Context: an optimization exercise on an open-source flow, tuned for small area, a short achievable clock period and few clock cycles per item. The choices shown serve that exercise and are no tape-out recipe. In this exercise RTL edits were held to simulation tests only and were not proved equivalent to the original. Power and IR drop assume default switching activity.

<file path="flow/config.mk">
export PLATFORM = sky130hd
export DESIGN_NAME = ai_density_engine
export DESIGN_NICKNAME = ai_density_engine
export VERILOG_FILES = /design/flow/design.v
export SDC_FILE = /design/flow/constraint.sdc
export NUM_CORES = 4
export LEC_CHECK = 0
export ABC_AREA = 1
export CAP_MARGIN = 20
export CORE_MARGIN = 2
export CORE_UTILIZATION = 40
export SLEW_MARGIN = 20
</file>
<file path="flow/constraint.sdc">
create_clock -name core_clock -period 70.0 [get_ports {clock}]
set_input_delay 14.0000 -clock core_clock [delete_from_list [all_inputs] [get_ports {clock}]]
set_output_delay 14.0000 -clock core_clock [all_outputs]
set_load 0.01 [all_outputs]
</file>
<file path="flow/design.v">
module ai_density_line_pos (
    input  logic [3:0] mb,
    input  logic [3:0] hb,
    input  logic [3:0] ma,
    input  logic [3:0] ha,
    input  logic       hs,
    input  logic       s5,
    input  logic       s4,
    input  logic [1:0] s3,
    input  logic       s2,
    output logic [8:0] d
);
    logic [5:0] n;
    logic [6:0] k;
    always_comb begin
        n = '0;
        k = '0;
        for (int l = 2; l <= 5; l++) begin
            for (int o = 0; o < l; o++) begin
                logic ok;
                logic [1:0] w;
                ok = 1'b1;
                for (int j = 1; j <= o; j++)     ok = ok & ~mb[j-1];
                for (int j = 1; j <= l-1-o; j++) ok = ok & ~ma[j-1];
                case (l)
                    5:       w = {1'b0, s5 & ok};
                    4:       w = {1'b0, s4 & ok};
                    3:       w = ok ? s3 : 2'd0;
                    default: w = {1'b0, s2 & ok};
                endcase
                n = n + 6'(w);
                for (int j = 1; j <= o; j++)     k = k + (hb[j-1] ? 7'(w) : 7'd0);
                for (int j = 1; j <= l-1-o; j++) k = k + (ha[j-1] ? 7'(w) : 7'd0);
            end
        end
        if (hs) k = k + 7'(n);
        d = 9'(n) + {k, 2'b00};
    end
endmodule
module ai_density_engine #(
    parameter int                     GRID       = 10,
    parameter int                     NUM_SHIPS  = 5,
    parameter logic [4*NUM_SHIPS-1:0] SHIP_LENS  = {4'd2, 4'd3, 4'd3, 4'd4, 4'd5},
    parameter int                     CW         = 8,
    parameter int                     HIT_WEIGHT = 4
) (
    input  logic                  clock,
    input  logic                  reset,
    input  logic [1:0]            addr,
    input  logic                  write_en,
    input  logic [GRID*GRID-1:0]  data_in,
    output logic                  wait_request,
    output logic [GRID*GRID+3:0]  data_out
);
    localparam int N = 100;
    logic [N-1:0] fired;       
    logic [N-1:0] hit;
    logic [4:0]   ships;
    logic         busy;
    logic [3:0]   rcnt;
    logic         res_valid;
    logic [6:0]   res_idx;
    logic [7:0]   res_max;
    logic         start;
    logic [3:0]   row;
    logic [N-1:0] miss;
    assign start = !busy && write_en && (addr == 2'd0);
    assign row   = busy ? rcnt : 4'd0;
    assign miss  = fired & ~hit;
    logic [3:0] hmb [10], hhb [10], hma [10], hha [10];
    logic [3:0] vmb [10], vhb [10], vma [10], vha [10];
    logic [8:0] dh [10], dv [10];
    always_comb begin
        for (int c = 0; c < 10; c++) begin
            for (int d = 1; d <= 4; d++) begin
                if (c - d >= 0) begin hmb[c][d-1] = miss[c-d]; hhb[c][d-1] = hit[c-d]; end
                else            begin hmb[c][d-1] = 1'b1;      hhb[c][d-1] = 1'b0;     end
                if (c + d <= 9) begin hma[c][d-1] = miss[c+d]; hha[c][d-1] = hit[c+d]; end
                else            begin hma[c][d-1] = 1'b1;      hha[c][d-1] = 1'b0;     end
                if (int'(row) >= d) begin
                    vmb[c][d-1] = miss[(10-d)*10+c]; vhb[c][d-1] = hit[(10-d)*10+c];
                end else begin
                    vmb[c][d-1] = 1'b1;              vhb[c][d-1] = 1'b0;
                end
                if (int'(row) + d <= 9) begin
                    vma[c][d-1] = miss[d*10+c];      vha[c][d-1] = hit[d*10+c];
                end else begin
                    vma[c][d-1] = 1'b1;              vha[c][d-1] = 1'b0;
                end
            end
        end
    end
    for (genvar c = 0; c < 10; c++) begin : g_cell
        ai_density_line_pos u_h (.mb(hmb[c]), .hb(hhb[c]), .ma(hma[c]), .ha(hha[c]), .hs(hit[c]),
            .s5(ships[0]), .s4(ships[1]), .s3({ships[2] & ships[3], ships[2] ^ ships[3]}),
            .s2(ships[4]), .d(dh[c]));
        ai_density_line_pos u_v (.mb(vmb[c]), .hb(vhb[c]), .ma(vma[c]), .ha(vha[c]), .hs(hit[c]),
            .s5(ships[0]), .s4(ships[1]), .s3({ships[2] & ships[3], ships[2] ^ ships[3]}),
            .s2(ships[4]), .d(dv[c]));
    end
    logic       bfound;
    logic [6:0] bidx;
    logic [7:0] bval;
    always_comb begin
        logic [9:0] s;
        logic [7:0] v;
        bfound = busy & res_valid;
        bidx   = busy ? res_idx : 7'd127;
        bval   = busy ? res_max : 8'd0;
        for (int c = 0; c < 10; c++) begin
            s = {1'b0, dh[c]} + {1'b0, dv[c]};
            v = (s[9:8] != 2'b00) ? 8'hff : s[7:0];
            if (!fired[c] && (!bfound || v > bval)) begin
                bfound = 1'b1;
                bidx   = 7'(row * 10 + c);
                bval   = v;
            end
        end
    end
    always_comb begin
        data_out = '0;
        case (addr)
            2'd0:    data_out[15:0] = {res_valid, res_idx, res_max};
            2'd1:    data_out[N-1:0] = fired;
            2'd2:    data_out[N-1:0] = hit;
            default: data_out[4:0] = ships;
        endcase
    end
    assign wait_request = busy;
    always_ff @(posedge clock) begin
        if (reset) begin
            fired     <= '0;
            hit       <= '0;
            ships     <= '0;
            busy      <= 1'b0;
            rcnt      <= '0;
            res_valid <= 1'b0;
            res_idx   <= '0;
            res_max   <= '0;
        end else if (busy || start) begin
            fired     <= {fired[9:0], fired[N-1:10]};
            hit       <= {hit[9:0], hit[N-1:10]};
            res_valid <= bfound;
            res_idx   <= bidx;
            res_max   <= bval;
            rcnt      <= row + 4'd1;
            busy      <= (row != 4'd9);
        end else if (write_en) begin
            case (addr)
                2'd1:    fired <= data_in;
                2'd2:    hit   <= data_in;
                2'd3:    ships <= data_in[4:0];
                default: ;
            endcase
        end
    end
endmodule
</file>
<file path="flow/run.sh">
#!/bin/bash
# synth_recipe.tcl (not shown) runs the flow's synth.tcl, then flattens the netlist and writes it again
# the make line also repeats each setting of config.mk as NAME=value (left out here)
make -C /OpenROAD-flow-scripts/flow DESIGN_CONFIG=/design/flow/config.mk WORK_HOME=/design/flow/orfs CLKGATE_MAP_FILE= SYNTH_SCRIPT=/design/flow/synth_recipe.tcl finish
</file>
==> run notes <==
The number of setup violations in the final report came out at 0. Clock-pin slew was measured on the worst setup and hold paths at 70 ps. Global routing finished with a remaining overflow of 0. Entering global routing, the biggest net connects 201 pins. Of the total synthesized cell area, the portion taken by XOR and XNOR cells is 0.0448.

Max-cap violations in this run came to 0. The number of hold buffers added after cts is 0. Walking the worst path, the cells encountered are clkdlybuf4s50_1 > inv_1 > ha_4 > inv_1 > o22ai_1 > a21oi_1 > o21ai_0 > clkdlybuf4s50_1.

The worst endpoint data arrival time came out at 17,910 ps. The share of total power consumed by net switching is 0.538. The total negative slack is 0 ps. The main combinational cell family by area after synthesis is adder cells.

The vertical die dimension is 390 um. The portion of netlist area occupied by mux cells is 0. The maximum vdd drop came out at 20.3 uV.

The maximum count of clock buffers along a single path came out at 3. The fraction of synthesis flops using an asynchronous set or reset pin came out at 0. The maximum achievable frequency is 31.3 MHz. Yosys printed 20 warnings. The initial DRC count is 5,441. The final critical delay including setup and external delays is 31,910 ps. Sorting the synthesized cells by how often they occur yields 1,772 x sky130_fd_sc_hd__nand2_1, 1,749 x sky130_fd_sc_hd__inv_1, 831 x sky130_fd_sc_hd__fa_1.

The overall power after layout came out at 0.886 mW. The number of global-route vias before repair came out at 53,900. Setup repair after global routing left no endpoint under its margin.

The design internal power is 0.409 mW. The run finished with no timing, DRC or antenna violations. The nature of the critical path startpoint is an input pin. Of the available clock period, the critical path in the final layout requires 0.456. The number of gates resized after CTS was 0. The total detailed-routing wirelength is 222,000 um. The relative contribution of sequential cells to total power came out at 0.196. The slowest stage of the critical path belongs to the cell sky130_fd_sc_hd__inv_1.

The share of the Yosys chip area taken by registers is 0.0761. The number of nets still failing antenna checks after routing came out at 0. The number of primary I/O pins came out at 210.

The clock reaches the later pin of the worst-skew pair after 580 ps. The tree is rooted in a sky130_fd_sc_hd__clkbuf_16. The first global-routing pass estimated 332,000 um of wire. Of the total synthesized cell area, the portion taken by full adders, half adders and majority gates is 0.420.

The final setup skew is 22.1 ps. The fraction of power consumed by combinational cells is 0.646. The effective utilization at floorplan is 0.403.

The type of the setup path with the least slack is in2out. The number of distinct standard cells referenced by the synthesized netlist came out at 69. The number of buffers inserted by port buffering came out at 205. The global router's overall resource usage came out at 0.288. The post-CTS setup repair buffer count is 0. The number of nets in the final layout is 9,939. The tightest min-delay check is of the reg2reg type.

Yosys attributes the largest share of cell area to sky130_fd_sc_hd__fa_1 28%, sky130_fd_sc_hd__ha_1 14%, sky130_fd_sc_hd__nand2_1 11%. Of the total power, the clock network draws 0.158. The die boundary width came out at 390 um. The number of synthesized flops with an enable pin is 0. Synthesis produced a netlist whose cell count is 8,277.

The worst pin sits at a relative slew slack of 0.0470. The number of levels the H-tree was split into is 1. The post-detailed-route wirelength per cell came out at 21.5 um. The largest total area in the synthesized netlist belongs to sky130_fd_sc_hd__fa_1. The transition time of the tightest slew-check pin is 1430 ps. With fillers left out, the area of the finished cells amounts to 0.0644 sq mm. The simple-gate portion of the synthesized area is 0.214.

The area share of the largest cell type after synthesis is 0.280. The total cell area at the placement stage came out at 0.0636 sq mm. The hold violation count in the final report is 0. The number of pins with negative max-slew slack in the final report came out at 0. In the routed layout, each cell is associated on average with a via count of 5.35.

A synthesized cell averages 7.19 sq um. TritonCTS built the clock tree. The die covers 0.152 sq mm. The area fraction in compound gates after synthesis is 0.113. The critical path capture point type is a primary output. The power density relative to cell area is 13.8 mW/mm^2. Of all nets on the critical path, the largest fanout is 85.

The leakage dissipation is 31.8 nW. The number of antenna violations at the first check in global routing was 18. The required time at the worst-slack endpoint is 56,000 ps. Row generation in the floorplan step produced 141 rows. The synthesis-to-layout area growth is 8.32%. The most used flip-flop cell after synthesis is sky130_fd_sc_hd__dfxtp_1. The last weighted congestion value of the routability-driven placer came out at 1.00. The leading cell type by number of instances after synthesis is sky130_fd_sc_hd__nand2_1. The cell area that synthesis handed to floorplanning was 0.0595 sq mm. Clock tree synthesis found a total of 226 sinks. The switching power of the nets came out at 0.477 mW.

The critical path's largest stage delay is 770 ps. The share of layout cells above drive strength 1 is 0.0454. The total of flip-flops plus latches after synthesis came out at 226. The number of detailed-route iterations in the first pass came out at 8. The total clock buffers created by CTS is 25. The number of DRC violations after detailed routing is 0. The core region is 0.148 sq mm.

The sum of net half-perimeters after detailed placement is 187,000 um. The via count is 55,100.
==> state kept, by name, summed over array words and instances, names as in the netlist <==
name and cells:
res_idx 7, ships 5, rcnt 4, hit 100, res_max 8, res_valid 1, fired 100, busy 1
==> area by class of cell <==
type | count | area, sq um
Multi-Input combinational cell | 5998 | 47200
Sequential cell | 226 | 4530
Fill cell | 15200 | 83200
Antenna cell | 9 | 22.5
Tap cell | 1930 | 2410
Inverter | 1799 | 6760
Clock buffer | 34 | 719
Timing Repair Buffer | 285 | 2670
Clock inverter | 11 | 104
==> placed cells by master (no fill, tap or decap), types with 13 or more instances in the layout <==
master                            count
sky130_fd_sc_hd__ha_1               665
sky130_fd_sc_hd__nand3_1            194
sky130_fd_sc_hd__nor3_2              24
sky130_fd_sc_hd__or2_2               30
sky130_fd_sc_hd__o21ai_1             17
sky130_fd_sc_hd__and2_1              41
sky130_fd_sc_hd__nor2_1             707
sky130_fd_sc_hd__fa_1               831
sky130_fd_sc_hd__inv_2               41
sky130_fd_sc_hd__xor2_1             194
sky130_fd_sc_hd__clkdlybuf4s50_1    205
sky130_fd_sc_hd__nand2_1           1772
sky130_fd_sc_hd__o211ai_1            17
sky130_fd_sc_hd__nor3_1              53
sky130_fd_sc_hd__a21oi_1            391
sky130_fd_sc_hd__inv_1             1745
sky130_fd_sc_hd__dfxtp_1            225
sky130_fd_sc_hd__nor2_2              21
sky130_fd_sc_hd__buf_4               78
sky130_fd_sc_hd__xnor2_1            110
sky130_fd_sc_hd__o21bai_1            17
sky130_fd_sc_hd__o21ai_0            408
sky130_fd_sc_hd__o22ai_1             19
sky130_fd_sc_hd__a211oi_1            23
sky130_fd_sc_hd__nand2_2             19
sky130_fd_sc_hd__nor3b_1             13
sky130_fd_sc_hd__clkbuf_16           25
sky130_fd_sc_hd__nand3_2             64
sky130_fd_sc_hd__a31oi_1            228
==> worst paths after layout <==
| check | from | to | slack, ps | cells after the start |
|---|---|---|---|---|
| worst max-delay path | addr[0] | data_out[3] | 38090 | 8 |
| worst min-delay path | fired[58]$_SDFFE_PP0P_ | fired[48]$_SDFFE_PP0P_ | 510 | 2 |
| worst max register to register | busy$_SDFFE_PP0P_ | res_idx[1]$_SDFFE_PP0P_ | 40860 | 145 |
| worst min register to register | fired[58]$_SDFFE_PP0P_ | fired[48]$_SDFFE_PP0P_ | 510 | 2 |
==> metrics by stage <==
| stage | utilization | hold slack, ps | std cells | worst slack [ps] |
|---|---|---|---|---|
| global route | 0.436 | 543 | 10300 | 38010 |
| finish | 0.436 | 509 | 10300 | 38090 |
| CTS | 0.436 | 507 | 10300 | 38240 |
| detailed placement | 0.431 | 495 | 10200 | 38230 |
| global placement | 0.431 | 494 | 10200 | 38360 |
| floorplan | - | 454 | 8282 | 40910 |
==> layer usage <==
metal	track usage	wire, um	share of wire	vias to the layer above
li1	-	-	-	25700
met1	0.397	94100	0.42	26700
met2	0.449	96900	0.44	2284
met3	0.0522	20500	0.092	423
met4	0.106	10200	0.046	6
met5	0	45	0.00020	-
==> critical path, delay by kind of cell <==
family | cells | cell delay [ps]
compound gates | 3 | 1000
fa+ha+maj | 1 | 720
buf+inv | 4 | 2150
==> kinds of logic (layout without fill, tap and decap cells) <==
family | after synthesis | count (layout)
AND/OR/NAND/NOR | 2996 | 2996
buffers and inverters | 2058 | 2129
adder cells (fa/ha/maj) | 1499 | 1499
AO/OA/AOI/OAI | 1193 | 1193
XOR/XNOR | 304 | 304
flip-flops | 226 | 226
other | 1 | 15
==> power by group through the flow <==
| stage | sequential, mW | combinational [mW] | clock (mW) |
|---|---|---|---|
| 3_5_place_dp | 0.173 | 0.559 | 0 |
| 4_1_cts | 0.171 | 0.562 | 0.140 |
| 2_1_floorplan | 0.153 | 0.393 | 0 |
| 6_report | 0.174 | 0.573 | 0.140 |
| 5_1_grt | 0.173 | 0.641 | 0.145 |
| 3_3_place_gp | 0.174 | 0.550 | 0 |
Testbench counts, summed over its fixed seeds: cycles 2,688, queries 192.

separate check: timing with driven ports:
Ports are ideal in the flow. The routed layout listed here was re-timed in OpenROAD. Step 1: set_driving_cell puts a clkbuf_16 on clock and a buf_2 on each other input, an assumption about the parent block. Step 2 moves the port delays by t, midway between the first and last clock arrival at a register: inputs arrive t later, outputs are due t later. That takes back most of the time a late clock gives input paths. a / b / c = ideal ports / drivers / drivers and shift; a / b = the first two.
t (ns): 0.617
setup WS [ns]: 38.093 / 38.071 / 38.071
worst register clock-pin slew, ns: 0.08 / 0.08
worst data-port slew with drivers (ns): 0.13
After both steps setup and hold are still met in this run. For this run, drivers alone change the setup slack by -0.022 ns; drivers and shift together by -0.022 ns.
